Source: an optimization exercise on an open RTL-to-GDS flow (aim: small area and a short achievable clock period). Production flows keep margins and buffers that such runs may drop.
RTL that was checked went through simulation tests only; none was proved equivalent to the original.
The RTL of run 7 was laid out without a check of its function.
Power is estimated from default activity; no workload was simulated.

[flow/design.v]
module peripheral_packet_slave #(
  parameter int DEPTH        = 32,
  parameter int READ_LATENCY = 2
) (
  input  logic        clk,
  input  logic        reset,
  input  logic [3:0]  av_nativeaddress,
  input  logic [3:0]  av_byteenable,
  input  logic        av_read,
  input  logic        av_write,
  input  logic [31:0] av_writedata,
  output logic        av_waitrequest,
  output logic [31:0] av_readdata,
  output logic        av_readdatavalid,
  output logic        av_endofpacket,
  input  logic [31:0] st_data,
  input  logic        st_valid,
  input  logic        st_endofpacket,
  output logic        st_ready
);
  logic [32:0]   mem [32];
  logic [4:0]    wr_ptr, rd_ptr;
  logic [5:0]    pkt_cnt;
  logic          empty, full;
  logic          head_eop;   
  logic [31:0]   scratch [3:15];
  logic          flush, push, pop, rd_acc, clr, inc, dec;
  logic [4:0]    rd_inc;
  logic [5:0]    level, pkt_inc, pkt_dec;
  logic [31:0]   wd_r;
  logic          s0_vld, s0_eop;
  logic [7:0]    s0_mhi;     
  logic [3:0]    s0_mlo;     
  logic [3:0]    s0_ahi;     
  logic [3:0]    s0_alo;     
  logic [11:0]   s0_stat;    
  logic          s1_vld, s1_eop;
  logic [31:0]   s1_dat;
  pkt_slave_waitreq u_waitreq (
    .rd(av_read), .empty(empty), .addr(av_nativeaddress), .y(av_waitrequest)
  );
  pkt_slave_stready u_stready (
    .full(full), .reset(reset), .wr(av_write), .be0(av_byteenable[0]),
    .wd0(av_writedata[0]), .addr(av_nativeaddress), .y(st_ready)
  );
  assign flush    = av_write & (av_nativeaddress == 4'd2) & av_byteenable[0] & av_writedata[0];
  assign push     = st_valid & ~full & ~reset & ~flush;
  assign rd_acc   = av_read & ~av_write & ~(av_nativeaddress == 4'd0 & empty);
  assign pop      = av_read & ~av_write & (av_nativeaddress == 4'd0) & ~empty;
  assign clr      = reset | flush;
  assign level    = {full, wr_ptr - rd_ptr};
  assign rd_inc   = rd_ptr + 5'd1;
  assign inc      = push & st_endofpacket;
  assign dec      = pop & head_eop;
  pkt_slave_incdec u_pkt_incdec (.x(pkt_cnt), .inc(pkt_inc), .dec(pkt_dec));
  always_ff @(posedge clk) begin
    if (~full) mem[wr_ptr] <= {st_endofpacket, st_data};
  end
  always_ff @(posedge clk) begin
    if (clr) begin
      wr_ptr  <= '0;
      rd_ptr  <= '0;
      pkt_cnt <= '0;
      empty   <= 1'b1;
      full    <= 1'b0;
    end else begin
      if (push) wr_ptr <= wr_ptr + 5'd1;
      if (pop)  rd_ptr <= rd_inc;
      if (inc & ~dec)      pkt_cnt <= pkt_inc;
      else if (dec & ~inc) pkt_cnt <= pkt_dec;
      empty   <= (empty & ~push) | (level == 6'd1 & pop & ~push);
      full    <= (full & ~pop) | (level == 6'd31 & push & ~pop);
    end
  end
  always_ff @(posedge clk) begin
    if (pop)        head_eop <= (rd_inc == wr_ptr) ? st_endofpacket : mem[rd_inc][32];
    else if (empty) head_eop <= st_endofpacket;
  end
  assign wd_r = av_writedata & {32{~reset}};
  always_ff @(posedge clk) begin
    for (int a = 3; a < 16; a++)
      for (int b = 0; b < 4; b++)
        if (reset | (av_write & (av_nativeaddress == 4'(a)) & av_byteenable[b]))
          scratch[a][8*b +: 8] <= wd_r[8*b +: 8];
  end
  always_ff @(posedge clk) begin
    s0_vld  <= ~reset & rd_acc;
    s0_eop  <= head_eop & (av_nativeaddress == 4'd0);
    for (int i = 0; i < 8; i++) s0_mhi[i] <= (av_nativeaddress == 4'd0) & (rd_ptr[4:2] == 3'(i));
    for (int i = 0; i < 4; i++) s0_mlo[i] <= (rd_ptr[1:0] == 2'(i));
    for (int i = 0; i < 4; i++) s0_ahi[i] <= (av_nativeaddress[3:2] == 2'(i));
    for (int i = 0; i < 4; i++) s0_alo[i] <= (av_nativeaddress[1:0] == 2'(i));
    s0_stat <= (av_nativeaddress == 4'd1) ? {pkt_cnt, level} : 12'd0;
  end
  logic [31:0] src [45];
  logic [44:0] sel;
  logic [14:0] grp [32];
  logic [31:0] rsp_dat;
  always_comb begin
    for (int i = 0; i < 32; i++) begin
      src[i] = mem[i][31:0];
      sel[i] = s0_mhi[i / 4] & s0_mlo[i % 4];
    end
    for (int k = 3; k < 16; k++) begin
      src[32 + k - 3] = scratch[k];
      sel[32 + k - 3] = s0_ahi[k / 4] & s0_alo[k % 4];
    end
  end
  for (genvar b = 0; b < 32; b++) begin : g_bit
    for (genvar g = 0; g < 15; g++) begin : g_grp
      pkt_slave_aoi222 u_aoi (
        .a0(src[3*g][b]),   .s0(sel[3*g]),
        .a1(src[3*g+1][b]), .s1(sel[3*g+1]),
        .a2(src[3*g+2][b]), .s2(sel[3*g+2]),
        .y (grp[b][g])
      );
    end
  end
  always_comb begin
    for (int b = 0; b < 32; b++) rsp_dat[b] = ~&grp[b];
    rsp_dat = rsp_dat | {10'h000, s0_stat[11:6], 10'h000, s0_stat[5:0]};
  end
  always_ff @(posedge clk) begin
    s1_vld <= ~reset & s0_vld;
    s1_eop <= ~reset & s0_vld & s0_eop;
    s1_dat <= rsp_dat;
  end
  assign av_readdatavalid = s1_vld;
  assign av_readdata      = s1_dat;
  assign av_endofpacket   = s1_eop;
endmodule
module pkt_slave_aoi222 (
  input  logic a0, s0, a1, s1, a2, s2,
  output logic y
);
  assign y = ~((a0 & s0) | (a1 & s1) | (a2 & s2));
endmodule
module pkt_slave_waitreq (
  input  logic       rd, empty,
  input  logic [3:0] addr,
  output logic       y
);
  assign y = rd & (addr == 4'd0) & empty;
endmodule
module pkt_slave_stready (
  input  logic       full, reset, wr, be0, wd0,
  input  logic [3:0] addr,
  output logic       y
);
  assign y = ~full & ~reset & ~(wr & (addr == 4'd2) & be0 & wd0);
endmodule
module pkt_slave_incdec (
  input  logic [5:0] x,
  output logic [5:0] inc, dec
);
  assign inc = x + 6'd1;
  assign dec = x - 6'd1;
endmodule
[flow/run.sh]
#!/bin/bash
# synth_recipe.tcl (not shown) runs the flow's synth.tcl, then flattens the netlist and writes it again
# the make line also repeats each setting of config.mk as NAME=value (left out here)
make -C /OpenROAD-flow-scripts/flow DESIGN_CONFIG=/design/flow/config.mk WORK_HOME=/design/flow/orfs CLKGATE_MAP_FILE= SYNTH_SCRIPT=/design/flow/synth_recipe.tcl finish
[flow/config.mk]
export PLATFORM = sky130hd
export DESIGN_NAME = peripheral_packet_slave
export DESIGN_NICKNAME = peripheral_packet_slave
export VERILOG_FILES = /design/flow/design.v
export SDC_FILE = /design/flow/constraint.sdc
export NUM_CORES = 4
export LEC_CHECK = 0
export CAP_MARGIN = 20
export CORE_MARGIN = 2
export CORE_UTILIZATION = 40
export CTS_CLUSTER_DIAMETER = 150
export CTS_CLUSTER_SIZE = 30
export SETUP_SLACK_MARGIN = 2.2
export SLEW_MARGIN = 20
export SYNTH_HIERARCHICAL = 1
[flow/constraint.sdc]
create_clock -name core_clock -period 4.5 [get_ports {clk}]
set_input_delay 0.9000 -clock core_clock [delete_from_list [all_inputs] [get_ports {clk}]]
set_output_delay 0.9000 -clock core_clock [all_outputs]
set_load 0.01 [all_outputs]
==> out/results.txt, run 1 <==
status - finished clean
HPWL Detailed - 93680 um
number of vias per cell - 6.312
critical path startpoint category - register
commonest cells after routing, fill and taps aside - edfxtp_1 (1473), a222oi_1 (480), buf_4 (156)
drt first pass iters - 13
EDFF count, synth - 1473
layout cells sized above 1 - 16.61%
DR top layer - met5
final setup fails - 0
worst hold path cell count - 2
wl on met1 - 61890 um
cts hold-fix bufs - 0
Num CTS Buffers - 57
drt drc - 0
Total GRT Usage - 21.83%
RSZ-0062 raised after global routing - true
Final Power - 24.36 mW
Die ar. - 139500 um^2
Clock Latency Late Sink - 730 ps
core box area - 135500 um^2
Leak - 20.04 nW
Via Count - 30640
fin crit share - 59.18%
first-pass GRT wire length - 221100 um
final layout net count - 3115
FILL cells - 11250
largest net degree at the start of global routing - 64
starting density of the core - 40.30%
largest fanout on the critical path - 4
crit path kind - reg -> reg
crit path time final - 2663 ps
Port Buf Inserts - 113
MaxCap Viol Count - 0
Mapped Nets - 2731
die width - 373.4 um
most common cell after layout, fill and taps aside - edfxtp_1
Max-slew headroom - 24.49%
met2 wire length - 78450 um
final hold vios - 0
mapped cell area - 54590 um^2
drt total wl - 158900 um
vias in the first global route - 29470
Yosys warning count - 12
I/O pins - 114
CTS clock-pin slew for the worst setup and hold paths - 110 ps
initial antenna violation count - 7
FF-to-FF path depth - 6
die height - 373.4 um
CTS Buffer Depth - 3
remaining global-route overflow - 0
Seq cells post-synth - 1559
routability congestion estimate - 0.8407
htree depth - 2
sequential-to-total area share from yosys stat - 84.17%
synth unique cells - 55
Slew Viols, Final - 0
Synth Area per Inst - 20.70 um^2
Sink Count - 1559
clk root buf - clkbuf_16
CP endpoint kind - register
Syn Inst Count - 2637
Worst Tran Pin Value - 1130 ps
PD cells - 388.5 nW/um^2
worst min path class - in -> reg
final hold slack - 416.6 ps
synthesis-to-finish area growth - 14.83%
worst endpoint data arrival time - 3240 ps
async set or reset register ratio after synthesis - 0%
main flop type after synthesis - edfxtp_1
FMAX - 375.5 MHz
CTS tree - yes
Iter 0 DRT Violations - 6164
WL met3 - 14350 um
row count - 135
Detail Route Antenna Nets - 0
setup_tns - 0 ps
clock skew - 49.67 ps
detailed-route wire length per cell - 32.73 um
Max VDD drop - 0.3324 mV
CP required - 5080 ps
report_power, final:
group	total [mW]	leakage (nW)	switching, mW	internal, mW
Combinational	1.17	4.95	0.826	0.342
Clock	6.67	0.800	4.12	2.55
Sequential	16.5	14.3	0.158	16.4
final timing paths:
| check | from | endpoint | slack [ps] |
|---|---|---|---|
| min reg2reg | s0_eop$_DFF_P_ | s1_eop$_DFF_P_ | 460 |
| max reg2reg | s0_ahi[3]$_DFF_P_ | s1_dat[8]$_DFF_P_ | 1840 |
| min | av_nativeaddress[0] | s0_alo[2]$_DFF_P_ | 420 |
| max | s0_ahi[3]$_DFF_P_ | s1_dat[8]$_DFF_P_ | 1840 |
stage by stage:
stage	instance area, um^2	instances	utilization [%]	worst slack, ps
floorplan	54720	2637	-	1738
global placement	58700	4580	43.33	907.0
detailed placement	58680	4580	43.32	675.1
CTS	62220	4816	45.93	1848
global route	62690	4852	46.28	1855
finish	62690	4854	46.28	1837
cell usage after synthesis (4+ instances only):
library cell	number	area share [%]
nand3_1	30	0.28
nor2b_1	36	0.41
nand2_1	22	0.15
a222oi_1	480	8.8
or4_1	33	0.45
xor2_1	12	0.19
edfxtp_1	1473	81
clkbuf_1	21	0.14
buf_2	4	0.037
mux2_2	8	0.17
nand4b_1	13	0.21
mux2i_1	12	0.22
dfxtp_1	86	3.2
and2_1	48	0.55
xnor2_1	13	0.21
inv_1	15	0.10
a21oi_1	9	0.082
nor3_1	4	0.037
nor2_1	90	0.62
nand4_1	98	1.1
nand2b_1	9	0.10
nand3b_1	4	0.055
a21o_1	54	0.74
o22ai_1	4	0.046
ha_1	15	0.34
and3_1	7	0.080
layer usage:
layer	vias up	track usage, %
li1	12640	-
met1	15940	30.11
met2	1855	36.94
met3	202	2.518
met4	2	5.645
met5	-	0
per-module statistics from Yosys (local to each module, per instance):
module | flip-flops and latches | area, um^2
pkt_slave_stready | 0 | 28.78
pkt_slave_incdec | 0 | 170.2
pkt_slave_waitreq | 0 | 21.27
pkt_slave_aoi222 | 0 | 10.01
peripheral_packet_slave | 1559 | 49570
flip-flops by register name, indices dropped and copies added, names as in the netlist:
name	count
scratch	416
s0_vld	1
s0_stat	12
s1_dat	32
wr_ptr	5
s1_eop	1
s0_ahi	4
rd_ptr	5
s0_alo	4
s0_mlo	4
s0_mhi	8
empty	1
pkt_cnt	6
full	1
head_eop	1
s1_vld	1
mem	1056
s0_eop	1
area by class of cell:
class,instances,area (um^2),area share (%)
diodes,3,7.507,0.01197
clock buffers,106,1653,2.636
clock inverters,2,26.28,0.04191
inverters,15,56.30,0.08981
multi-input cells,1041,9136,14.57
flip-flops and latches,1559,45990,73.36
well taps,1781,2228,3.554
repair buffers,347,3591,5.728
cells by family (layout without fill, tap and decap cells):
kind of cell / Yosys count / count (layout) / share of synthesized area (%)
XOR/XNOR: 26 / 26 / 0.4515
AND/OR/NAND/NOR: 410 / 419 / 4.329
buffers and inverters: 46 / 470 / 0.3667
adder cells (fa/ha/maj): 16 / 16 / 0.3804
multiplexers: 22 / 22 / 0.4675
flip-flops: 1559 / 1559 / 84.17
other: 0 / 3 / 0
AO/OA/AOI/OAI: 558 / 558 / 9.832
worst max-delay path: stages, from the launching register on:
cell,delay (ps)
dfxtp_2,360
and2_4,190
buf_12,140
buf_16,120
a222oi_1,780
nand4_1,290
or4_4,640
timing repair:
action | in CTS | in global routing
resized for setup | 239 | 49
setup buffers | 109 | 28
hold endpoints to repair | 0 | 0
gates cloned | 19 | 6
setup endpoints to repair | 1407 | 551
pin swaps | 153 | 75
==> inputs of run 2 (changes only) <==
==> flow/flow/run.sh (new file) <==
#!/bin/bash
bash standard.sh \
  BUFFER_PORTS_ARGS="-buffer_cell sky130_fd_sc_hd__buf_2" \
  CTS_ARGS="-sink_clustering_enable -repair_clock_nets -dont_use_dummy_load" \
  finish > make.log 2>&1
==> flow/standard.sh (new file) <==
#!/bin/bash
# synth_recipe.tcl (not shown) runs the flow's synth.tcl, then flattens the netlist and writes it again
# the make line also repeats each setting of config.mk as NAME=value (left out here)
make -C /OpenROAD-flow-scripts/flow DESIGN_CONFIG=/design/flow/config.mk WORK_HOME=/design/flow/orfs CLKGATE_MAP_FILE= SYNTH_SCRIPT=/design/flow/synth_recipe.tcl "${@:-finish}"
--- a/flow/config.mk
+++ b/flow/config.mk
@@ -9,6 +9,4 @@
 export CORE_MARGIN = 2
 export CORE_UTILIZATION = 40
-export CTS_CLUSTER_DIAMETER = 150
-export CTS_CLUSTER_SIZE = 30
 export SETUP_SLACK_MARGIN = 2.2
 export SLEW_MARGIN = 20
removed: flow/run.sh
==> out/results.txt, run 2 <==
status - finished clean
post-synth top area cell - edfxtp_1
EDFF count, synth - 1473 (unchanged)
row count - 135 (unchanged)
max reg flops - 1056 (unchanged)
Final Power - 28.18 mW (+16%)
CP endpoint kind - register
Synth top area share - 81.02% (unchanged)
clk root buf - clkbuf_16
mapped cell area - 54590 um^2 (unchanged)
largest fanout on the critical path - 15 (+11)
Max-slew headroom - 24.42% (-0.076 points)
crit path time final - 2542 ps (-120.6 ps)
main flop type after synthesis - edfxtp_1
Syn Inst Count - 2637 (unchanged)
pre-CTS setup slack - 1256 ps (+580.8 ps)
starting density of the core - 40.30% (unchanged)
largest net degree at the start of global routing - 55 (-14%)
Post-Place Cell Area - 58160 um^2 (-0.89%)
synth unique cells - 55 (unchanged)
Slowest Stage Delay on Critical Path - 980 ps (+200 ps)
first-pass GRT wire length - 218100 um (-1.3%)
routability congestion estimate - 0.8540 (+1.6%)
Detail Route Antenna Nets - 0 (unchanged)
drt total wl - 156400 um (-1.6%)
worst min path class - in -> reg
sequential-to-total area share from yosys stat - 84.17% (unchanged)
initial antenna violation count - 9 (+2)
Yosys warning count - 12 (unchanged)
Port Buf Inserts - 113 (unchanged)
remaining global-route overflow - 0 (unchanged)
final instance area - 63960 um^2 (+2.0%)
Worst Hold Launch - av_nativeaddress[0]
crit path kind - reg -> reg
registers with the most flip-flops - mem x1056, scratch x416, s1_dat x32
Num CTS Buffers - 149 (+160%)
PD cells - 440.6 nW/um^2 (+13%)
Leak - 20.83 nW (+3.9%)
clock skew - 35.96 ps (-13.71 ps)
fin worst setup slack - 1958 ps (+120.6 ps)
detailed-route wire length per cell - 32.10 um (-1.9%)
setup_tns - 0 ps (unchanged)
synth top area cells - edfxtp_1 (81%), a222oi_1 (8.8%), dfxtp_1 (3.2%)
Clock Latency Late Sink - 740 ps (about the same)
CTS clock-pin slew for the worst setup and hold paths - 60 ps (-50 ps)
layout cells sized above 1 - 20.21% (+3.6 points)
FMAX - 393.3 MHz (+4.7%)
fin crit share - 56.50% (-2.7 points)
MaxCap Viol Count - 0 (unchanged)
worst endpoint data arrival time - 3150 ps (-90 ps)
critical path's slowest cell - a222oi_1
HPWL Detailed - 94390 um (+0.76%)
drt drc - 0 (unchanged)
htree depth - 4 (+2)
final layout net count - 3183 (+2.2%)
core box area - 135500 um^2 (unchanged)
CTS tree - yes
Total GRT Usage - 21.62% (-0.21 points)
synthesis-to-finish area growth - 17.16%
Synth Area per Inst - 20.70 um^2 (unchanged)
CP required - 5110 ps (+30 ps)
Via Count - 30830 (+0.63%)
commonest cells after routing, fill and taps aside - edfxtp_1 (1473), a222oi_1 (480), clkbuf_16 (153)
largest reg by FF count - mem
CTS Buffer Depth - 3 (unchanged)
most common cell after layout, fill and taps aside - edfxtp_1
critical path startpoint category - register
Util after Layout - 47.22% (+0.94 points)
Iter 0 DRT Violations - 5999 (-2.7%)
number of vias per cell - 6.331 (+0.30%)
top cells by count, synth - edfxtp_1 (1473), a222oi_1 (480), nand4_1 (98)
Seq cells post-synth - 1559 (unchanged)
Sink Count - 1559 (unchanged)
final hold vios - 0 (unchanged)
final setup fails - 0 (unchanged)
RSZ-0062 raised after global routing - true
die width - 373.4 um (unchanged)
FILL cells - 11080 (-1.5%)
Die ar. - 139500 um^2 (unchanged)
I/O pins - 114 (unchanged)
cell with the most instances after synthesis - edfxtp_1
async set or reset register ratio after synthesis - 0% (unchanged)
Mapped Nets - 2731 (unchanged)
drt first pass iters - 15 (+2)
die height - 373.4 um (unchanged)
Reg-to-Reg Start - s0_ahi[3]$_DFF_P_
Max VDD drop - 0.3879 mV (+17%)
CP Cell Sequence - and2_4 -> buf_12 -> a222oi_1 -> nand4_1 -> or4_4
Slew Viols, Final - 0 (unchanged)
vias in the first global route - 30030 (+1.9%)
Worst Tran Pin Value - 1134 ps (+3.466 ps)
CP Launch Point - s0_ahi[3]$_DFF_P_
[run 2: cell counts after synthesis]
No cell type changed its count.
[run 2: final timing paths]
| path | end | slack, ps | cells after the start |
|---|---|---|---|
| max reg2reg | s1_dat[25]$_DFF_P_ | 1960 | 5 |
| min | s0_alo[0]$_DFF_P_ | 380 | 2 |
| min reg2reg | s1_vld$_DFF_P_ | 460 | 1 |
| max | s1_dat[25]$_DFF_P_ | 1960 | 5 |
[run 2: through the flow]
step / hold slack [ps] / cells
finish: 381.1 / 4870
global route: 357.2 / 4869
CTS: 342.5 / 4839
detailed placement: 439.7 / 4579
global placement: 446.6 / 4577
floorplan: 405.7 / 2637
[run 2: kinds of logic (layout without fill, tap and decap cells)]
kind of cell | Yosys count | after routing | share of synthesized area (%)
flops | 1559 | 1559 | 84.17
simple gates | 410 | 417 | 4.329
mux | 22 | 22 | 0.4675
compound gates | 558 | 558 | 9.832
other cells | 0 | 2 | 0
buf+inv | 46 | 489 | 0.3667
xor+xnor | 26 | 26 | 0.4515
fa+ha+maj | 16 | 16 | 0.3804
[run 2: area by class of cell]
type                    count  area, um^2  area share [%]
flip-flops and latches   1559       45990           71.90
multi-input cells        1039        9029           14.12
clock buffers             149        3729           5.829
repair buffers            325        2929           4.579
well taps                1781        2228           3.484
inverters                  15       56.30         0.08803
diodes                      2       5.005        0.007825
[run 2: what timing repair did]
item                        CTS  global route
pin swaps                   126            54
cloned                       14             4
hold buffers                  0             0
hold endpoints to repair      0             0
setup buffers                97            24
gates resized for setup     136            53
setup endpoints to repair  1028           334
[run 2: modules after synthesis (local to each module, per instance)]
module	flip-flops and latches	cells	area [um^2]
peripheral_packet_slave	1559	2128	49570
pkt_slave_incdec	0	24	170.2
pkt_slave_waitreq	0	2	21.27
pkt_slave_aoi222	0	1	10.01
pkt_slave_stready	0	3	28.78
[run 2: power breakdown]
part / total, mW / switching [mW] / internal (mW)
Combinational: 1.10 / 0.801 / 0.303
Sequential: 16.6 / 0.174 / 16.4
Clock: 10.5 / 4.72 / 5.79
Total: 28.2 / 5.69 / 22.5
[run 2: routing by layer]
layer | wire length (um) | global-route usage (%) | up-vias
met5 | 11 | 0 | -
met4 | 4907 | 7.142 | 2
met3 | 16330 | 4.400 | 234
met2 | 75930 | 35.33 | 1978
met1 | 59170 | 29.02 | 15870
li1 | - | - | 12750
[run 2: critical path, delay by kind of cell (launching register included)]
kind	cells	cell delay, ps
AOI/OAI and AO/OA	1	980
buffers and inverters	1	150
and+or+nand+nor	3	970
DFF	1	330
==> inputs of run 3 (changes only) <==
==> flow/flow/run.sh (replaced) <==
#!/bin/bash
bash standard.sh \
  BUFFER_PORTS_ARGS="-buffer_cell sky130_fd_sc_hd__buf_2" \
  CTS_ARGS="-sink_clustering_enable -repair_clock_nets -dont_use_dummy_load -sink_clustering_size 24 -sink_clustering_max_diameter 120" \
  finish > make.log 2>&1
==> out/results.txt, run 3 <==
status - finished clean
Post-Place Cell Area - 58160 um^2 (unchanged)
clock skew - 58.69 ps (+22.72 ps)
number of vias per cell - 6.317 (-0.22%)
final hold vios - 0 (unchanged)
adder-cell share of the synthesized area - 0.3804% (unchanged)
max reg flops - 1056 (unchanged)
Detail Route Antenna Nets - 0 (unchanged)
Leak - 19.92 nW (-4.3%)
Sink Count - 1559 (unchanged)
starting density of the core - 40.30% (unchanged)
Mapped Nets - 2731 (unchanged)
Yosys warning count - 12 (unchanged)
core box area - 135500 um^2 (unchanged)
sequential-to-total area share from yosys stat - 84.17% (unchanged)
final hold slack - 471.4 ps (+90.25 ps)
Post-Synth Simple-Gate Area - 4.329% (unchanged)
initial antenna violation count - 6 (-3)
clk root buf - clkbuf_16
Iter 0 DRT Violations - 6029 (+0.50%)
cts hold-fix bufs - 0 (unchanged)
Clock Latency Late Sink - 680 ps (-60 ps)
largest family of logic cells by synthesized area - compound AO/OA/AOI/OAI gates
layout cells sized above 1 - 18.19% (-2.0 points)
HPWL Detailed - 94390 um (unchanged)
MaxCap Viol Count - 0 (unchanged)
switching share of power - 20.74% (+0.54 points)
fin crit share - 57.21% (+0.71 points)
worst min path class - reg -> reg
CP required - 5020 ps (-90 ps)
drt drc - 0 (unchanged)
row count - 135 (unchanged)
Num CTS Buffers - 74 (-50%)
synthesis-to-finish area growth - 13.82%
internal power - 19.63 mW (-13%)
crit path time final - 2575 ps (+32.09 ps)
Seq cells post-synth - 1559 (unchanged)
CTS clock-pin slew for the worst setup and hold paths - 100 ps (+40 ps)
remaining global-route overflow - 0 (unchanged)
main flop type after synthesis - edfxtp_1
Worst Tran Pin Value - 1179 ps (+45.49 ps)
RSZ-0062 raised after global routing - true
switching power - 5.135 mW (-9.8%)
final instance area - 62140 um^2 (-2.8%)
Final Power - 24.76 mW (-12%)
final setup fails - 0 (unchanged)
I/O pins - 114 (unchanged)
drt first pass iters - 14 (-1)
vias in the first global route - 29410 (-2.1%)
die width - 373.4 um (unchanged)
cell with the most instances after synthesis - edfxtp_1
Synth Area per Inst - 20.70 um^2 (unchanged)
critical path startpoint category - register
commonest cells after routing, fill and taps aside - edfxtp_1 (1473), a222oi_1 (480), buf_4 (142)
synth top area cells - edfxtp_1 (81%), a222oi_1 (8.8%), dfxtp_1 (3.2%)
pre-CTS setup slack - 1256 ps (unchanged)
htree depth - 3 (-1)
async set or reset register ratio after synthesis - 0% (unchanged)
worst endpoint data arrival time - 3100 ps (-50 ps)
Max-slew headroom - 21.38% (-3.0 points)
setup_tns - 0 ps (unchanged)
die height - 373.4 um (unchanged)
largest reg by FF count - mem
Synth top area share - 81.02% (unchanged)
fraction of power consumed by combinational cells - 4.5% (+0.6 points)
FILL cells - 11280 (+1.8%)
Total GRT Usage - 21.20% (-0.42 points)
CTS Buffer Depth - 3 (unchanged)
Via Count - 30290 (-1.8%)
largest fanout on the critical path - 15 (unchanged)
Flop pwr share - 66.8% (+8.0 points)
mux cell area share after synthesis - 0.4675% (unchanged)
registers with the most flip-flops - mem x1056, scratch x416, s1_dat x32
top cells by count, synth - edfxtp_1 (1473), a222oi_1 (480), nand4_1 (98)
Syn Inst Count - 2637 (unchanged)
FMAX - 388.4 MHz (-1.2%)
fin worst setup slack - 1925 ps (-32.09 ps)
synth unique cells - 55 (unchanged)
most common cell after layout, fill and taps aside - edfxtp_1
CTS tree - yes
mapped cell area - 54590 um^2 (unchanged)
compound-gate portion of the synthesized area - 9.832% (unchanged)
final layout net count - 3108 (-2.4%)
CP endpoint kind - register
routability congestion estimate - 0.8540 (unchanged)
largest net degree at the start of global routing - 55 (unchanged)
Synth Area in XOR/XNOR - 0.4515% (unchanged)
detailed-route wire length per cell - 32.29 um (+0.57%)
Slew Viols, Final - 0 (unchanged)
PD cells - 398.5 nW/um^2 (-9.6%)
first-pass GRT wire length - 215100 um (-1.4%)
post-synth top area cell - edfxtp_1
Clk network pwr share - 28.7% (-8.6 points)
EDFF count, synth - 1473 (unchanged)
Die ar. - 139500 um^2 (unchanged)
Max VDD drop - 0.2834 mV (-27%)
crit path kind - reg -> reg
Port Buf Inserts - 113 (unchanged)
drt total wl - 154800 um (-0.98%)
## run 3: cell types whose count changed in the layout (fill, tap and decap cells not counted), sizes merged
| cell | delta |
|---|---|
| clkbuf | -77 |
| bufbuf | +3 |
| buf | -1 |
## run 3: cell families (layout without fill, tap and decap cells)
logic type               Yosys count  in the layout
flip-flops                      1559           1559
AO/OA/AOI/OAI                    558            558
AND/OR/NAND/NOR                  410            417
buffers and inverters             46            414
XOR/XNOR                          26             26
multiplexers                      22             22
adder cells (fa/ha/maj)           16             16
other                              0              2
## run 3: through the flow
step | cells | util (%)
CTS | 4747 | 45.42
floorplan | 2637 | -
detailed placement | 4579 | 42.93
global placement | 4577 | 42.89
finish | 4795 | 45.87
global route | 4794 | 45.87
## run 3: critical path, stage by stage (launching register included)
cell	delay [ps]
dfxtp_1	350
and2_4	160
buf_12	140
a222oi_1	1010
nand4_1	240
or4_4	540
## run 3: cell type report
cell class | instances | area (um^2) | area share [%]
tap | 1781 | 2228 | 3.586
timing repair buffer | 325 | 3004 | 4.834
sequential | 1559 | 45990 | 74.00
inverter | 15 | 56.30 | 0.09061
clock buffer | 74 | 1852 | 2.980
antenna | 2 | 5.005 | 0.008054
multi-input combinational | 1039 | 9010 | 14.50
## run 3: power groups by stage
| stage | Sequential [mW] | Clock (mW) | Combinational (mW) |
|---|---|---|---|
| 3_5_place_dp | 16.9 | 0 | 0.975 |
| 3_3_place_gp | 16.8 | 0 | 0.940 |
| 2_1_floorplan | 16.8 | 0 | 0.366 |
| 4_1_cts | 16.5 | 7.22 | 1.07 |
| 5_1_grt | 16.6 | 7.70 | 1.17 |
| 6_report | 16.5 | 7.11 | 1.11 |
## run 3: metal layers
metal	up-vias	wire length [um]	GRT usage, %
met5	-	0	0
met4	0	4264	6.126
met3	176	15800	3.682
met2	1800	75380	34.87
met1	15730	59370	29.04
li1	12590	-	-
## run 3: what timing repair did
item / 4_1_cts / 5_1_grt
resized for setup: 140 / 47
pin swaps: 120 / 63
cloned: 13 / 6
endpoints found under the setup margin: 990 / 467
buffers inserted: 81 / 39
## run 3: per-module statistics from Yosys (local to each module, per instance)
module	cells	area, um^2
pkt_slave_aoi222	1	10.01
pkt_slave_waitreq	2	21.27
peripheral_packet_slave	2128	49570
pkt_slave_incdec	24	170.2
pkt_slave_stready	3	28.78
## run 3: final timing paths
| check | from | end | slack (ps) | cells after the start |
|---|---|---|---|---|
| max | s0_alo[1]$_DFF_P_ | s1_dat[25]$_DFF_P_ | 1930 | 5 |
| min | s0_vld$_DFF_P_ | s1_vld$_DFF_P_ | 470 | 1 |
| max reg2reg | s0_alo[1]$_DFF_P_ | s1_dat[25]$_DFF_P_ | 1930 | 5 |
| min reg2reg | s0_vld$_DFF_P_ | s1_vld$_DFF_P_ | 470 | 1 |
==> inputs of run 4 (changes only) <==
--- a/flow/design.v
+++ b/flow/design.v
@@ -117,7 +117,19 @@
     end
   end
-  always_comb begin
-    for (int b = 0; b < 32; b++) rsp_dat[b] = ~&grp[b];
-    rsp_dat = rsp_dat | {10'h000, s0_stat[11:6], 10'h000, s0_stat[5:0]};
+  logic [31:0] stat_n;
+  assign stat_n = ~{10'h000, s0_stat[11:6], 10'h000, s0_stat[5:0]};
+  for (genvar b = 0; b < 32; b++) begin : g_or
+    logic n0, n1, n2, n3, m0, m1;
+    pkt_slave_nand4 u_n0 (.a(grp[b][0]),  .b(grp[b][1]),  .c(grp[b][2]),  .d(grp[b][3]),  .y(n0));
+    pkt_slave_nand4 u_n1 (.a(grp[b][4]),  .b(grp[b][5]),  .c(grp[b][6]),  .d(grp[b][7]),  .y(n1));
+    pkt_slave_nand4 u_n2 (.a(grp[b][8]),  .b(grp[b][9]),  .c(grp[b][10]), .d(grp[b][11]), .y(n2));
+    if ((b < 6) || (b >= 16 && b < 22)) begin : g_st
+      pkt_slave_nand4 u_n3 (.a(grp[b][12]), .b(grp[b][13]), .c(grp[b][14]), .d(stat_n[b]), .y(n3));
+    end else begin : g_nost
+      pkt_slave_nand3 u_n3 (.a(grp[b][12]), .b(grp[b][13]), .c(grp[b][14]), .y(n3));
+    end
+    pkt_slave_nor2  u_m0 (.a(n0), .b(n1), .y(m0));
+    pkt_slave_nor2  u_m1 (.a(n2), .b(n3), .y(m1));
+    pkt_slave_nand2 u_y  (.a(m0), .b(m1), .y(rsp_dat[b]));
   end
   always_ff @(posedge clk) begin
@@ -157,2 +169,14 @@
   assign dec = x - 6'd1;
 endmodule
+module pkt_slave_nand4 (input logic a, b, c, d, output logic y);
+  assign y = ~(a & b & c & d);
+endmodule
+module pkt_slave_nand3 (input logic a, b, c, output logic y);
+  assign y = ~(a & b & c);
+endmodule
+module pkt_slave_nor2 (input logic a, b, output logic y);
+  assign y = ~(a | b);
+endmodule
+module pkt_slave_nand2 (input logic a, b, output logic y);
+  assign y = ~(a & b);
+endmodule
--- a/flow/config.mk
+++ b/flow/config.mk
@@ -9,5 +9,5 @@
 export CORE_MARGIN = 2
 export CORE_UTILIZATION = 40
-export SETUP_SLACK_MARGIN = 2.2
+export SETUP_SLACK_MARGIN = 2.0
 export SLEW_MARGIN = 20
 export SYNTH_HIERARCHICAL = 1
==> out/results.txt, run 4 <==
final instance area - 60990 um^2 (-1.8%)
Non-Filler Instances - 4801 (+0.13%)
row count - 135 (unchanged)
synth top area cells - edfxtp_1 (81%), a222oi_1 (8.8%), dfxtp_1 (3.1%)
drt first pass iters - 14 (unchanged)
starting density of the core - 40.34% (+0.042 points)
Via Count - 30060 (-0.77%)
EDFF count, synth - 1473 (unchanged)
MaxCap Viol Count - 0 (unchanged)
synth unique cells - 52 (-5.5%)
worst endpoint data arrival time - 3190 ps (+90 ps)
pre-CTS setup slack - 1433 ps (+177.3 ps)
Mapped Nets - 2810 (+2.9%)
initial antenna violation count - 11 (+5)
Post-Place Cell Area - 58250 um^2 (+0.15%)
mapped cell area - 54720 um^2 (+0.23%)
synthesis-to-finish area growth - 11.46%
worst min path class - in -> reg
setup_tns - 0 ps (unchanged)
HPWL Detailed - 92410 um (-2.1%)
Util after Layout - 44.97% (-0.90 points)
core box area - 135600 um^2 (+0.12%)
CP Cell Sequence - ha_1 -> nand2b_1 -> nor2_4 -> buf_4
FMAX - 356.4 MHz (-8.2%)
I/O pins - 114 (unchanged)
clk root buf - clkbuf_16
fin crit share - 62.35% (+5.1 points)
Worst Tran Pin Value - 1282 ps (+102.8 ps)
Num CTS Buffers - 75 (+1.4%)
drt total wl - 149700 um (-3.3%)
CP endpoint kind - register
most common cell after layout, fill and taps aside - edfxtp_1
CTS tree - yes
post-synth top area cell - edfxtp_1
Detail Route Antenna Nets - 0 (unchanged)
Max VDD drop - 0.2515 mV (-11%)
CTS Buffer Depth - 3 (unchanged)
final setup fails - 0 (unchanged)
final hold vios - 0 (unchanged)
crit path kind - reg -> reg
clock skew - 60.61 ps (+1.929 ps)
final layout net count - 3113 (+0.16%)
htree depth - 3 (unchanged)
die height - 373.9 um (+0.11%)
Max-slew headroom - 14.53% (-6.9 points)
Clock Latency Late Sink - 710 ps (+30 ps)
cell with the most instances after synthesis - edfxtp_1
layout cells sized above 1 - 14.52% (-3.7 points)
vias in the first global route - 28210 (-4.1%)
commonest cells after routing, fill and taps aside - edfxtp_1 (1473), a222oi_1 (480), buf_4 (120)
detailed-route wire length per cell - 31.19 um (-3.4%)
registers with the most flip-flops - mem x1056, scratch x416, s1_dat x32
Synth top area share - 80.83% (-0.19 points)
fin worst setup slack - 1694 ps (-231.0 ps)
CP Depth - 4 (-1)
PD cells - 406.2 nW/um^2 (+1.9%)
Total GRT Usage - 20.49% (-0.71 points)
RSZ-0062 raised after global routing - true
largest reg by FF count - mem
sequential-to-total area share from yosys stat - 83.98% (-0.19 points)
# placed instances - 4641 (+1.4%)
Leak - 19.46 nW (-2.3%)
die width - 373.9 um (+0.11%)
Sink Count - 1559 (unchanged)
number of vias per cell - 6.261 (-0.89%)
Port Buf Inserts - 113 (unchanged)
Iter 0 DRT Violations - 5676 (-5.9%)
largest fanout on the critical path - 22 (+7)
CP delay by family, top - simple AND/OR/NAND/NOR gates
Synth Area per Inst - 20.15 um^2 (-2.7%)
largest net degree at the start of global routing - 50 (-9.1%)
Slowest Stage Delay on Critical Path - 890 ps (-120 ps)
Seq cells post-synth - 1559 (unchanged)
Syn Inst Count - 2716 (+3.0%)
critical path's slowest cell - nor2_4
status - finished clean
routability congestion estimate - 0.8164 (-4.4%)
CP required - 4880 ps (-140 ps)
critical path startpoint category - register
remaining global-route overflow - 0 (unchanged)
CTS clock-pin slew for the worst setup and hold paths - 100 ps (about the same)
drt drc - 0 (unchanged)
Yosys warning count - 12 (unchanged)
WP buf/inv - 1 (unchanged)
top cells by count, synth - edfxtp_1 (1473), a222oi_1 (480), nor2_1 (154)
async set or reset register ratio after synthesis - 0% (unchanged)
crit path time final - 2806 ps (+231.0 ps)
main flop type after synthesis - edfxtp_1
worst hold path cell count - 2 (+1)
FF-to-FF path depth - 4 (-1)
max reg flops - 1056 (unchanged)
Slew Viols, Final - 0 (unchanged)
Die ar. - 139800 um^2 (+0.23%)
first-pass GRT wire length - 207900 um (-3.3%)
## run 4: cell count changes in the layout (fill, tap and decap cells not counted), moves of 12 or more
cell      delta
nand4_1     +12
buf_6       -22
buf_4       -22
nand2_1     +37
nand4b_1    -12
nor2_1      +54
inv_1       +12
buf_12      -22
or4_4       -26
## run 4: through the flow
stage          hold WS [ps]  total power [mW]
6_report              383.2             24.77
5_1_grt               375.6             25.43
4_1_cts               349.2             24.88
3_5_place_dp          473.3             17.90
3_3_place_gp          477.2             17.87
2_1_floorplan         405.7             17.18
## run 4: Yosys stat by module, one instance, submodules excluded
module                   cell area, um^2  flip-flops and latches  times used
pkt_slave_nand3                    5.005                       0          20
peripheral_packet_slave            48560                    1559           1
pkt_slave_aoi222                   10.01                       0         480
pkt_slave_waitreq                  21.27                       0           1
pkt_slave_incdec                   170.2                       0           1
pkt_slave_stready                  28.78                       0           1
pkt_slave_nand2                    3.754                       0          32
pkt_slave_nand4                    6.256                       0         108
pkt_slave_nor2                     3.754                       0          64
## run 4: cell families (layout without fill, tap and decap cells)
logic type / Yosys count / in the layout / synth area share (%)
and+or+nand+nor: 474 / 483 / 4.466
AOI/OAI and AO/OA: 560 / 560 / 9.834
buffers and inverters: 57 / 349 / 0.4436
xor gates and xnor gates: 27 / 27 / 0.4459
DFF: 1559 / 1559 / 83.98
other: 0 / 3 / 0
muxes: 23 / 23 / 0.4505
adders and majority gates: 16 / 16 / 0.3796
## run 4: timing repair
action                                  4_1_cts  5_1_grt
resized for setup                            44       23
hold buffers                                  0        0
cloned                                        1        8
endpoints found under the setup margin      513      418
endpoints found under the hold margin         0        0
pin swaps                                    24       29
buffers inserted                             31       40
## run 4: path summary, 6_finish.rpt
check / from / end / slack, ps
hold / removal: av_nativeaddress[1] / s0_alo[0]$_DFF_P_ / 380
hold reg to reg: s0_eop$_DFF_P_ / s1_eop$_DFF_P_ / 510
setup reg to reg: wr_ptr[1]$_SDFFE_PP0N_ / mem[19][11]$_DFFE_PP_ / 1690
setup / recovery: wr_ptr[1]$_SDFFE_PP0N_ / mem[19][11]$_DFFE_PP_ / 1690
## run 4: per-layer routing
layer / share of wire, % / GRT usage (%) / vias up
li1: - / - / 12600
met1: 40 / 29.31 / 15680
met2: 48 / 32.96 / 1622
met3: 9.7 / 3.135 / 149
met4: 2.2 / 5.149 / 4
met5: 0.018 / 0 / -
## run 4: worst reg2reg max path, delay by kind of cell (launching register included)
kind / cells / cell delay, ps
adder cells (fa/ha/maj): 1 / 220
buffers and inverters: 1 / 410
flip-flops: 1 / 470
AND/OR/NAND/NOR: 2 / 1430
## run 4: layout make-up
| class | count | area [um^2] |
|---|---|---|
| Tap cell | 1781 | 2228 |
| Timing Repair Buffer | 247 | 1843 |
| Clock buffer | 75 | 1877 |
| Fill cell | 11540 | 74640 |
| Inverter | 27 | 101.3 |
| Sequential cell | 1559 | 45960 |
| Multi-Input combinational cell | 1109 | 8972 |
| Antenna cell | 3 | 7.507 |
## run 4: report_power, final
part / switching [mW] / internal [mW] / total (mW) / leakage [nW]
logic: 0.829 / 0.231 / 1.06 / 4.25
clock network: 4.20 / 2.99 / 7.19 / 0.924
registers: 0.154 / 16.4 / 16.5 / 14.3
==> inputs of run 5 (changes only) <==
--- a/flow/config.mk
+++ b/flow/config.mk
@@ -9,5 +9,5 @@
 export CORE_MARGIN = 2
 export CORE_UTILIZATION = 40
-export SETUP_SLACK_MARGIN = 2.0
+export SETUP_SLACK_MARGIN = 2.4
 export SLEW_MARGIN = 20
 export SYNTH_HIERARCHICAL = 1
==> out/results.txt, run 5 <==
htree depth - 3 (unchanged)
Num CTS Buffers - 75 (unchanged)
Die ar. - 139800 um^2 (unchanged)
Non-Filler Instances - 4898 (+2.0%)
registers with the most flip-flops - mem x1056, scratch x416, s1_dat x32
drt total wl - 150700 um (+0.67%)
Post-Place Cell Area - 58240 um^2 (about the same)
EDFF count, synth - 1473 (unchanged)
CP delay by family, top - buffers and inverters
critical path startpoint category - input port
die height - 373.9 um (unchanged)
number of vias per cell - 6.248 (-0.20%)
row count - 135 (unchanged)
top cells by count, synth - edfxtp_1 (1473), a222oi_1 (480), nor2_1 (154)
worst min path class - in -> reg
FILL cells - 11260 (-2.5%)
initial antenna violation count - 2 (-9)
largest net degree at the start of global routing - 50 (unchanged)
PD cells - 395.3 nW/um^2 (-2.7%)
Clock Latency Late Sink - 710 ps (about the same)
CTS tree - yes
Total GRT Usage - 20.49% (about the same)
detailed-route wire length per cell - 30.78 um (-1.3%)
CP Cell Sequence - buf_8 -> and4b_1 -> a311oi_2 -> buf_2
Yosys warning count - 12 (unchanged)
# placed instances - 4657 (+0.34%)
critical path's slowest cell - a311oi_2
sequential-to-total area share from yosys stat - 83.98% (unchanged)
status - finished clean
largest fanout on the critical path - 2 (-91%)
CTS clock-pin slew for the worst setup and hold paths - 90 ps (about the same)
routability congestion estimate - 0.8159 (about the same)
synth unique cells - 52 (unchanged)
Util after Layout - 46.42% (+1.5 points)
drt drc - 0 (unchanged)
Slew Viols, Final - 0 (unchanged)
clk root buf - clkbuf_16
Slowest Stage Delay on Critical Path - 230 ps (-660 ps)
final hold slack - 428.1 ps (+44.95 ps)
main flop type after synthesis - edfxtp_1
final layout net count - 3212 (+3.2%)
largest reg by FF count - mem
vias in the first global route - 28590 (+1.3%)
die width - 373.9 um (unchanged)
max reg flops - 1056 (unchanged)
MaxCap Viol Count - 0 (unchanged)
final hold vios - 0 (unchanged)
Via Count - 30600 (+1.8%)
clock skew - 64.31 ps (+3.694 ps)
Sink Count - 1559 (unchanged)
remaining global-route overflow - 0 (unchanged)
FMAX - 398.0 MHz (+12%)
commonest cells after routing, fill and taps aside - edfxtp_1 (1473), a222oi_1 (480), buf_4 (147)
fin crit share - 55.84% (-6.5 points)
mapped cell area - 54720 um^2 (unchanged)
final instance area - 62960 um^2 (+3.2%)
cell with the most instances after synthesis - edfxtp_1
HPWL Detailed - 87250 um (-5.6%)
Iter 0 DRT Violations - 5815 (+2.4%)
CP endpoint kind - primary output
layout cells sized above 1 - 20.06% (+5.5 points)
Synth Area per Inst - 20.15 um^2 (unchanged)
Max VDD drop - 0.3087 mV (+23%)
Synth top area share - 80.83% (unchanged)
async set or reset register ratio after synthesis - 0% (unchanged)
Worst Tran Pin Value - 1047 ps (-234.9 ps)
first-pass GRT wire length - 210000 um (+0.98%)
cts hold-fix bufs - 0 (unchanged)
CTS Buffer Depth - 3 (unchanged)
Leak - 20.23 nW (+4.0%)
Seq cells post-synth - 1559 (unchanged)
final setup fails - 0 (unchanged)
crit path kind - in -> out
worst endpoint data arrival time - 1610 ps (-1580 ps)
post-synth top area cell - edfxtp_1
WP buf/inv - 2 (+1)
Max-slew headroom - 30.04% (+16 points)
Syn Inst Count - 2716 (unchanged)
CP required - 3600 ps (-1280 ps)
Port Buf Inserts - 113 (unchanged)
synthesis-to-finish area growth - 15.06%
setup_tns - 0 ps (unchanged)
core box area - 135600 um^2 (unchanged)
Mapped Nets - 2810 (unchanged)
crit path time final - 2513 ps (-292.8 ps)
synth top area cells - edfxtp_1 (81%), a222oi_1 (8.8%), dfxtp_1 (3.1%)
most common cell after layout, fill and taps aside - edfxtp_1
I/O pins - 114 (unchanged)
starting density of the core - 40.34% (unchanged)
RSZ-0062 raised after global routing - true
Detail Route Antenna Nets - 0 (unchanged)
drt first pass iters - 14 (unchanged)
run 5: cell counts after synthesis:
Identical to the previous run, type by type.
run 5: kinds of logic after synthesis:
group | after synthesis | share of synthesized area [%]
compound gates | 560 | 9.834
flops | 1559 | 83.98
xor+xnor | 27 | 0.4459
simple gates | 474 | 4.466
fa+ha+maj | 16 | 0.3796
buf+inv | 57 | 0.4436
mux | 23 | 0.4505
run 5: per-layer routing:
| metal | GRT usage (%) | share of wire [%] |
|---|---|---|
| met3 | 2.910 | 9.3 |
| met5 | 0 | 0 |
| met4 | 3.850 | 1.7 |
| met2 | 31.83 | 47 |
| met1 | 30.96 | 42 |
run 5: worst paths after layout:
check | startpoint | endpoint | slack (ps) | cells past startpoint
worst max-delay path | av_writedata[0] | st_ready | 1990 | 4
worst max register to register | s0_mlo[0]$_DFF_P_ | s1_dat[1]$_DFF_P_ | 2350 | 7
worst min register to register | s0_eop$_DFF_P_ | s1_eop$_DFF_P_ | 430 | 1
worst min-delay path | av_nativeaddress[0] | s0_alo[2]$_DFF_P_ | 430 | 2
run 5: stage by stage:
stage	power [mW]	worst slack, ps
5_1_grt	25.61	1959
3_5_place_dp	17.82	1408
4_1_cts	24.95	1924
3_3_place_gp	17.80	1557
6_report	24.89	1987
2_1_floorplan	17.20	2050
run 5: layout make-up:
type | instances | area, um^2 | area share [%]
Sequential cell | 1559 | 46040 | 73.13
Multi-Input combinational cell | 1118 | 9417 | 14.96
Inverter | 27 | 106.4 | 0.1689
Clock buffer | 75 | 1877 | 2.981
Timing Repair Buffer | 337 | 3287 | 5.221
Antenna cell | 1 | 2.502 | 0.003975
Tap cell | 1781 | 2228 | 3.539
run 5: report_power, final:
group | total (mW) | internal [mW] | switching [mW] | leakage, nW
Combinational | 1.13 | 0.324 | 0.807 | 5.01
Clock | 7.20 | 2.99 | 4.21 | 0.924
Sequential | 16.6 | 16.4 | 0.184 | 14.3
Total | 24.9 | 19.7 | 5.20 | 20.2
run 5: repair_timing:
| action | in CTS | in global routing |
|---|---|---|
| setup buffers | 84 | 47 |
| hold endpoints to repair | 0 | 0 |
| pin swaps | 96 | 100 |
| cloned | 22 | 12 |
| endpoints found under the setup margin | 1192 | 493 |
| gates resized for setup | 243 | 105 |
run 5: modules after synthesis, one instance, submodules excluded, excerpt:
module / cells inside / cell area, um^2
peripheral_packet_slave: 1983 / 48560
pkt_slave_incdec: 24 / 170.2
pkt_slave_stready: 3 / 28.78
pkt_slave_nand2: 1 / 3.754
pkt_slave_nand3: 1 / 5.005
pkt_slave_waitreq: 2 / 21.27
==> inputs of run 6 (changes only) <==
--- a/flow/config.mk
+++ b/flow/config.mk
@@ -9,5 +9,5 @@
 export CORE_MARGIN = 2
 export CORE_UTILIZATION = 40
-export SETUP_SLACK_MARGIN = 2.4
+export SETUP_SLACK_MARGIN = 2.2
 export SLEW_MARGIN = 20
 export SYNTH_HIERARCHICAL = 1
==> out/results.txt, run 6 <==
Sink Count - 1559 (unchanged)
FMAX - 402.4 MHz (+1.1%)
commonest cells after routing, fill and taps aside - edfxtp_1 (1473), a222oi_1 (480), nand4_1 (110)
Max-slew headroom - 21.64% (-8.4 points)
clock skew - 83.56 ps (+19.26 ps)
Worst R2R Setup Slack - 2050 ps (-300 ps)
Post-Place Cell Area - 58180 um^2 (-0.12%)
EDFF count, synth - 1473 (unchanged)
main flop type after synthesis - edfxtp_1
adder-cell share of the synthesized area - 0.3796% (unchanged)
drt drc - 0 (unchanged)
Num CTS Buffers - 75 (unchanged)
Detail Route Antenna Nets - 0 (unchanged)
Max VDD drop - 0.2483 mV (-20%)
cell with the most instances after synthesis - edfxtp_1
Hold Path Sink - s0_alo[2]$_DFF_P_
critical path's slowest cell - a311oi_2
FF-to-FF path depth - 8 (+1)
Synth Area per Inst - 20.15 um^2 (unchanged)
final hold vios - 0 (unchanged)
Final Power - 24.83 mW (-0.22%)
die width - 373.9 um (unchanged)
Worst Hold Launch - av_nativeaddress[0]
Total GRT Usage - 20.95% (+0.46 points)
status - finished clean
sequential-to-total area share from yosys stat - 83.98% (unchanged)
detailed-route wire length per cell - 31.69 um (+3.0%)
fin crit share - 55.22% (-0.62 points)
setup_tns - 0 ps (unchanged)
most common cell after layout, fill and taps aside - edfxtp_1
mapped cell area - 54720 um^2 (unchanged)
RSZ-0062 raised after global routing - true
Mapped Nets - 2810 (unchanged)
largest family of logic cells by synthesized area - compound AO/OA/AOI/OAI gates
drt first pass iters - 13 (-1)
largest net degree at the start of global routing - 51 (+2.0%)
Synth top area share - 80.83% (unchanged)
row count - 135 (unchanged)
clk root buf - clkbuf_16
CP Cell Sequence - buf_12 -> and4b_1 -> a311oi_2 -> buf_2
worst endpoint data arrival time - 1580 ps (-30 ps)
I/O pins - 114 (unchanged)
CP required - 3600 ps (about the same)
number of vias per cell - 6.241 (-0.11%)
Slew Viols, Final - 0 (unchanged)
compound-gate portion of the synthesized area - 9.834% (unchanged)
Die ar. - 139800 um^2 (unchanged)
Clock Latency Late Sink - 690 ps (-20 ps)
starting density of the core - 40.34% (unchanged)
crit path time final - 2485 ps (-27.87 ps)
CP endpoint kind - primary output
htree depth - 3 (unchanged)
Reg-to-Reg Start - rd_ptr[0]$_SDFFE_PP0N_
routability congestion estimate - 0.8451 (+3.6%)
Synth Area in XOR/XNOR - 0.4459% (unchanged)
crit path kind - in -> out
Slowest Stage Delay on Critical Path - 220 ps (about the same)
mux cell area share after synthesis - 0.4505% (unchanged)
Iter 0 DRT Violations - 5578 (-4.1%)
top cells by count, synth - edfxtp_1 (1473), a222oi_1 (480), nor2_1 (154)
synth unique cells - 52 (unchanged)
registers with the most flip-flops - mem x1056, scratch x416, s1_dat x32
Leak - 19.66 nW (-2.8%)
critical path startpoint category - input port
final setup fails - 0 (unchanged)
Port Buf Inserts - 113 (unchanged)
synth top area cells - edfxtp_1 (81%), a222oi_1 (8.8%), dfxtp_1 (3.1%)
Seq cells post-synth - 1559 (unchanged)
Post-Synth Simple-Gate Area - 4.466% (unchanged)
CTS Buffer Depth - 3 (unchanged)
worst min path class - in -> reg
PD cells - 403.2 nW/um^2 (+2.0%)
HPWL Detailed - 91970 um (+5.4%)
layout cells sized above 1 - 15.88% (-4.2 points)
drt total wl - 152400 um (+1.1%)
remaining global-route overflow - 0 (unchanged)
die height - 373.9 um (unchanged)
Util after Layout - 45.40% (-1.0 points)
final instance area - 61590 um^2 (-2.2%)
first-pass GRT wire length - 212900 um (+1.4%)
initial antenna violation count - 13 (+11)
Syn Inst Count - 2716 (unchanged)
core box area - 135600 um^2 (unchanged)
synthesis-to-finish area growth - 12.55%
max reg flops - 1056 (unchanged)
largest fanout on the critical path - 2 (unchanged)
CTS clock-pin slew for the worst setup and hold paths - 90 ps (about the same)
CTS tree - yes
Via Count - 30030 (-1.9%)
worst hold path cell count - 2 (unchanged)
vias in the first global route - 28360 (-0.80%)
post-synth top area cell - edfxtp_1
FF-to-FF End - head_eop$_DFFE_PP_
final layout net count - 3125 (-2.7%)
largest reg by FF count - mem
MaxCap Viol Count - 0 (unchanged)
Yosys warning count - 12 (unchanged)
Worst Tran Pin Value - 1173 ps (+125.8 ps)
async set or reset register ratio after synthesis - 0% (unchanged)
run 6: cell counts after synthesis:
No cell type changed its count.
run 6: layer usage:
metal	part of all wire, %	vias to the layer above	GRT usage (%)
li1	-	12600	-
met1	40	15640	29.93
met2	49	1590	34.19
met3	8.9	179	2.873
met4	2.2	12	4.767
met5	0.052	-	0
run 6: logic make-up (layout without fill, tap and decap cells):
family          after synthesis  count (layout)
simple gates                474             482
fa+ha+maj                    16              16
xor+xnor                     27              27
buf+inv                      57             362
flops                      1559            1559
other cells                   0               1
mux                          23              23
compound gates              560             560
run 6: cell type report:
class,instances,area (um^2)
Sequential cell,1559,45970
Clock buffer,75,1877
Antenna cell,1,2.502
Multi-Input combinational cell,1108,9188
Inverter,27,101.3
Timing Repair Buffer,260,2215
Tap cell,1781,2228
Fill cell,11470,74050
run 6: worst max-delay path by stage:
stage                                start                       end  slack, ps  cells past startpoint
floorplan           wr_ptr[2]$_SDFFE_PP0N_       mem[0][0]$_DFFE_PP_       1740                      3
global placement       av_nativeaddress[0]  scratch[9][26]$_DFFE_PP_       1460                      5
detailed placement     av_nativeaddress[0]  scratch[9][25]$_DFFE_PP_       1460                      5
CTS                 rd_ptr[1]$_SDFFE_PP0N_        head_eop$_DFFE_PP_       1680                      8
global route        rd_ptr[0]$_SDFFE_PP0N_        head_eop$_DFFE_PP_       1920                      8
finish                    av_byteenable[0]                  st_ready       2020                      4
run 6: what timing repair did:
item | CTS | global route
setup buffers | 51 | 28
hold buffers | 0 | 0
endpoints found under the setup margin | 1012 | 338
cloned | 8 | 4
gates resized for setup | 96 | 51
pin swaps | 52 | 38
run 6: report_power, final:
group / internal (mW) / switching, mW
sequential: 16.4 / 0.168
clock: 2.99 / 4.24
combinational: 0.256 / 0.818
total: 19.6 / 5.22
run 6: stage by stage:
| stage | setup WS (ps) | hold WS [ps] | std cells |
|---|---|---|---|
| after floorplan | 1738 | 405.7 | 2716 |
| final | 2015 | 412.6 | 4811 |
| after global routing | 1923 | 384.2 | 4811 |
| after detailed placement | 1460 | 423.3 | 4641 |
| after global placement | 1460 | 445.2 | 4638 |
| after CTS | 1683 | 382.7 | 4775 |
run 6: critical path: cells and delay by family:
kind,cells,cell delay (ps)
AO/OA/AOI/OAI,1,220
buffers and inverters,2,270
AND/OR/NAND/NOR,1,200
run 6: modules after synthesis, one instance, submodules excluded:
module	flops+latches	area (um^2)	cells inside
pkt_slave_nand4	0	6.256	1
pkt_slave_waitreq	0	21.27	2
pkt_slave_aoi222	0	10.01	1
pkt_slave_stready	0	28.78	3
pkt_slave_nor2	0	3.754	1
pkt_slave_nand3	0	5.005	1
pkt_slave_nand2	0	3.754	1
peripheral_packet_slave	1559	48560	1983
pkt_slave_incdec	0	170.2	24
==> inputs of run 7 (changes only) <==
--- a/flow/design.v
+++ b/flow/design.v
@@ -54,6 +54,9 @@
   assign dec      = pop & head_eop;
   pkt_slave_incdec u_pkt_incdec (.x(pkt_cnt), .inc(pkt_inc), .dec(pkt_dec));
+  logic [31:0] wsel;
+  pkt_slave_wdec u_wdec (.p(wr_ptr), .full(full), .y(wsel));
   always_ff @(posedge clk) begin
-    if (~full) mem[wr_ptr] <= {st_endofpacket, st_data};
+    for (int i = 0; i < 32; i++)
+      if (wsel[i]) mem[i] <= {st_endofpacket, st_data};
   end
   always_ff @(posedge clk) begin
@@ -181,2 +184,10 @@
   assign y = ~(a & b);
 endmodule
+module pkt_slave_wdec (
+  input  logic [4:0]  p,
+  input  logic        full,
+  output logic [31:0] y
+);
+  always_comb
+    for (int i = 0; i < 32; i++) y[i] = ~full & (p == 5'(i));
+endmodule
==> out/results.txt, run 7 <==
commonest cells after routing, fill and taps aside - edfxtp_1 (1473), a222oi_1 (481), nand2_1 (158)
top cells by count, synth - edfxtp_1 (1473), a222oi_1 (481), nand2_1 (164)
die width - 375.3 um (+0.38%)
drt drc - 0 (unchanged)
layout cells sized above 1 - 15.52% (-0.36 points)
HPWL Detailed - 88240 um (-4.0%)
FF-to-FF End - head_eop$_DFFE_PP_
wl on met1 - 59430 um (-3.3%)
CP endpoint kind - register
detailed-route wire length per cell - 30.42 um (-4.0%)
met2 wire length - 71120 um (-3.9%)
Iter 0 DRT Violations - 5486 (-1.6%)
Yosys warning count - 15 (+3)
cts hold-fix bufs - 0 (unchanged)
mux cell area share after synthesis - 0.4516% (+0.0011 points)
Seq cells post-synth - 1559 (unchanged)
crit path kind - reg -> reg
Slew Viols, Final - 0 (unchanged)
remaining global-route overflow - 0 (unchanged)
drt total wl - 150300 um (-1.4%)
status - finished clean
Worst Tran Pin Value - 1033 ps (-140.3 ps)
sequential-to-total area share from yosys stat - 83.35% (-0.63 points)
largest reg by FF count - mem
CP required - 4930 ps (+1330 ps)
mapped cell area - 55140 um^2 (+0.76%)
first-pass GRT wire length - 209600 um (-1.6%)
most common cell after layout, fill and taps aside - edfxtp_1
PD cells - 399.6 nW/um^2 (-0.90%)
setup_tns - 0 ps (unchanged)
Clock Latency Late Sink - 690 ps (about the same)
Via Count - 30850 (+2.7%)
DR top layer - met5
Leak - 19.60 nW (-0.29%)
Synth top area share - 80.22% (-0.61 points)
Reg-to-Reg Start - rd_ptr[0]$_SDFFE_PP0P_
number of vias per cell - 6.245 (about the same)
Port Buf Inserts - 113 (unchanged)
RSZ-0062 raised after global routing - true
largest fanout on the critical path - 14 (+12)
Synth Area per Inst - 19.56 um^2 (-2.9%)
synth unique cells - 69 (+33%)
main flop type after synthesis - edfxtp_1
MaxCap Viol Count - 0 (unchanged)
CP Launch Point - rd_ptr[0]$_SDFFE_PP0P_
largest family of logic cells by synthesized area - compound AO/OA/AOI/OAI gates
CTS tree - yes
Post-Synth Simple-Gate Area - 5.489% (+1.0 points)
Die ar. - 140800 um^2 (+0.75%)
adder-cell share of the synthesized area - 0.3994% (+0.020 points)
CTS Buffer Depth - 3 (unchanged)
final instance area - 61820 um^2 (+0.38%)
FF-to-FF path depth - 9 (+1)
Max-slew headroom - 31.01% (+9.4 points)
post-synth top area cell - edfxtp_1
max reg flops - 1056 (unchanged)
row count - 136 (+0.74%)
Synth Area in XOR/XNOR - 0.4289% (-0.017 points)
worst min path class - in -> reg
compound-gate portion of the synthesized area - 9.440% (-0.39 points)
vias in the first global route - 29090 (+2.6%)
clk root buf - clkbuf_16
EDFF count, synth - 1473 (unchanged)
Syn Inst Count - 2819 (+3.8%)
final hold vios - 0 (unchanged)
Post-Place Cell Area - 58600 um^2 (+0.72%)
clock skew - 62.12 ps (-21.45 ps)
Max VDD drop - 0.2360 mV (-4.9%)
die height - 375.3 um (+0.38%)
CP Capture Point - head_eop$_DFFE_PP_
final layout net count - 3242 (+3.7%)
Mapped Nets - 2914 (+3.7%)
critical path startpoint category - register
synthesis-to-finish area growth - 12.12%
I/O pins - 114 (unchanged)
worst endpoint data arrival time - 3010 ps (+1430 ps)
synth top area cells - edfxtp_1 (80%), a222oi_1 (8.7%), dfxtp_1 (3.1%)
htree depth - 3 (unchanged)
Detail Route Antenna Nets - 0 (unchanged)
cell with the most instances after synthesis - edfxtp_1
drt first pass iters - 13 (unchanged)
Num CTS Buffers - 76 (+1.3%)
async set or reset register ratio after synthesis - 0% (unchanged)
final hold slack - 380.8 ps (-31.76 ps)
registers with the most flip-flops - mem x1056, scratch x416, s1_dat x32
FMAX - 388.7 MHz (-3.4%)
fin crit share - 57.17% (+1.9 points)
CTS clock-pin slew for the worst setup and hold paths - 100 ps (about the same)
initial antenna violation count - 11 (-2)
core box area - 137200 um^2 (+1.1%)
routability congestion estimate - 0.8214 (-2.8%)
Worst R2R Setup Slack - 1930 ps (-120 ps)
Sink Count - 1559 (unchanged)
starting density of the core - 40.20% (-0.14 points)
Total GRT Usage - 20.53% (-0.41 points)
largest net degree at the start of global routing - 53 (+3.9%)
crit path time final - 2572 ps (+87.53 ps)
WL met3 - 15290 um (+13%)
final setup fails - 0 (unchanged)
[run 7: logic make-up (layout without fill, tap and decap cells)]
logic type / after synthesis / count (layout)
DFF: 1559 / 1559
and+or+nand+nor: 601 / 618
AOI/OAI and AO/OA: 535 / 535
buffers and inverters: 59 / 368
xor gates and xnor gates: 24 / 24
muxes: 24 / 24
adders and majority gates: 17 / 17
other: 0 / 1
[run 7: cell type report]
class	instances	area, um^2
Antenna cell	1	2.502
Tap cell	1794	2245
Clock buffer	76	1902
Multi-Input combinational cell	1218	9614
Timing Repair Buffer	264	1976
Sequential cell	1559	45970
Fill cell	11610	75330
Inverter	28	105.1
[run 7: per-module statistics from Yosys, one instance, submodules excluded, a selection]
module | times used | cell area, um^2 | flip-flops and latches
pkt_slave_wdec | 1 | 249.0 | 0
pkt_slave_waitreq | 1 | 21.27 | 0
pkt_slave_aoi222 | 480 | 10.01 | 0
pkt_slave_nand4 | 108 | 6.256 | 0
pkt_slave_nand2 | 32 | 3.754 | 0
pkt_slave_nor2 | 64 | 3.754 | 0
[run 7: worst min-delay path by stage]
stage                         from           endpoint  slack [ps]  cells after the start
3_5_place_dp        s0_eop$_DFF_P_     s1_eop$_DFF_P_         450                      1
5_1_grt        av_nativeaddress[0]  s0_alo[2]$_DFF_P_         350                      2
2_1_floorplan       s0_eop$_DFF_P_     s1_eop$_DFF_P_         410                      1
3_3_place_gp        s0_eop$_DFF_P_     s1_eop$_DFF_P_         430                      1
6_report       av_nativeaddress[0]  s0_alo[2]$_DFF_P_         380                      2
4_1_cts        av_nativeaddress[0]  s0_alo[2]$_DFF_P_         360                      2
[run 7: what timing repair did]
action                                  in CTS  in global routing
cloned                                      11                  6
resized for setup                           82                 44
pin swaps                                   32                 33
buffers inserted                            24                 63
endpoints found under the setup margin     996                672
[run 7: worst max-delay path: stages, from the launching register on]
cell and delay (ps):
dfxtp_2 460, ha_4 280, nand3_2 120, xor2_2 140, buf_4 240, mux2_4 330, a221oi_2 260, o22ai_1 120
nor4bb_1 300, a31oi_1 110
[run 7: power by group]
group	leakage, nW	total, mW	internal (mW)	switching (mW)
logic	4.38	0.988	0.223	0.764
registers	14.3	16.5	16.3	0.140
clock network	0.937	7.25	3.03	4.22
[run 7: stage by stage]
stage	util (%)	std cells	setup WS [ps]	power (mW)
final	45.07	4940	1928	24.70
after global routing	45.07	4939	1818	25.40
after CTS	44.48	4870	1679	24.81
after detailed placement	42.72	4759	1211	17.73
after global placement	42.72	4759	1297	17.71
after floorplan	-	2819	1670	17.12
[run 7: metal layers]
layer / track usage [%] / vias to the layer above
met3: 4.309 / 208
met4: 6.456 / 10
met5: 0 / -
met1: 28.35 / 16020
li1: - / 13000
met2: 32.71 / 1612

==> afterwards: timing with drivers on the ports <==
In the flow no input, the clock included, has a driving cell. The finished layouts below were timed again as built, in two steps. Step 1, drivers: a clkbuf_16 drives clk and a buf_2 each remaining input, both assumed. Step 2 also shifts input and output timing later by t, the mid clock arrival at the registers, as if the neighbouring blocks saw the same clock. Three values: no drivers, after step 1, after step 2; two values: the first two.
run | t (ns) | setup slack, ns | worst setup path after step 2 | latest minus earliest clock arrival (ns)
run 1 | 0.772 | 1.837 / 1.837 / 1.607 | input to register | 0.057 / 0.057
run 2 | 0.800 | 1.958 / 1.936 / 1.492 | input to register | 0.043 / 0.042
run 3 | 0.720 | 1.925 / 1.925 / 1.566 | input to register | 0.061 / 0.061
run 4 | 0.756 | 1.694 / 1.694 / 1.517 | input to register | 0.067 / 0.067
run 5 | 0.754 | 1.987 / 1.926 / 1.751 | input to register | 0.067 / 0.066
run 6 | 0.732 | 2.015 / 1.960 / 1.568 | input to register | 0.085 / 0.085
run 7 | 0.735 | 1.928 / 1.928 / 1.481 | input to register | 0.074 / 0.074
After both steps every run listed still meets setup and hold. The setup slack of run 2, which loses most, moves by -0.022 ns with the drivers and by -0.466 ns with both steps.
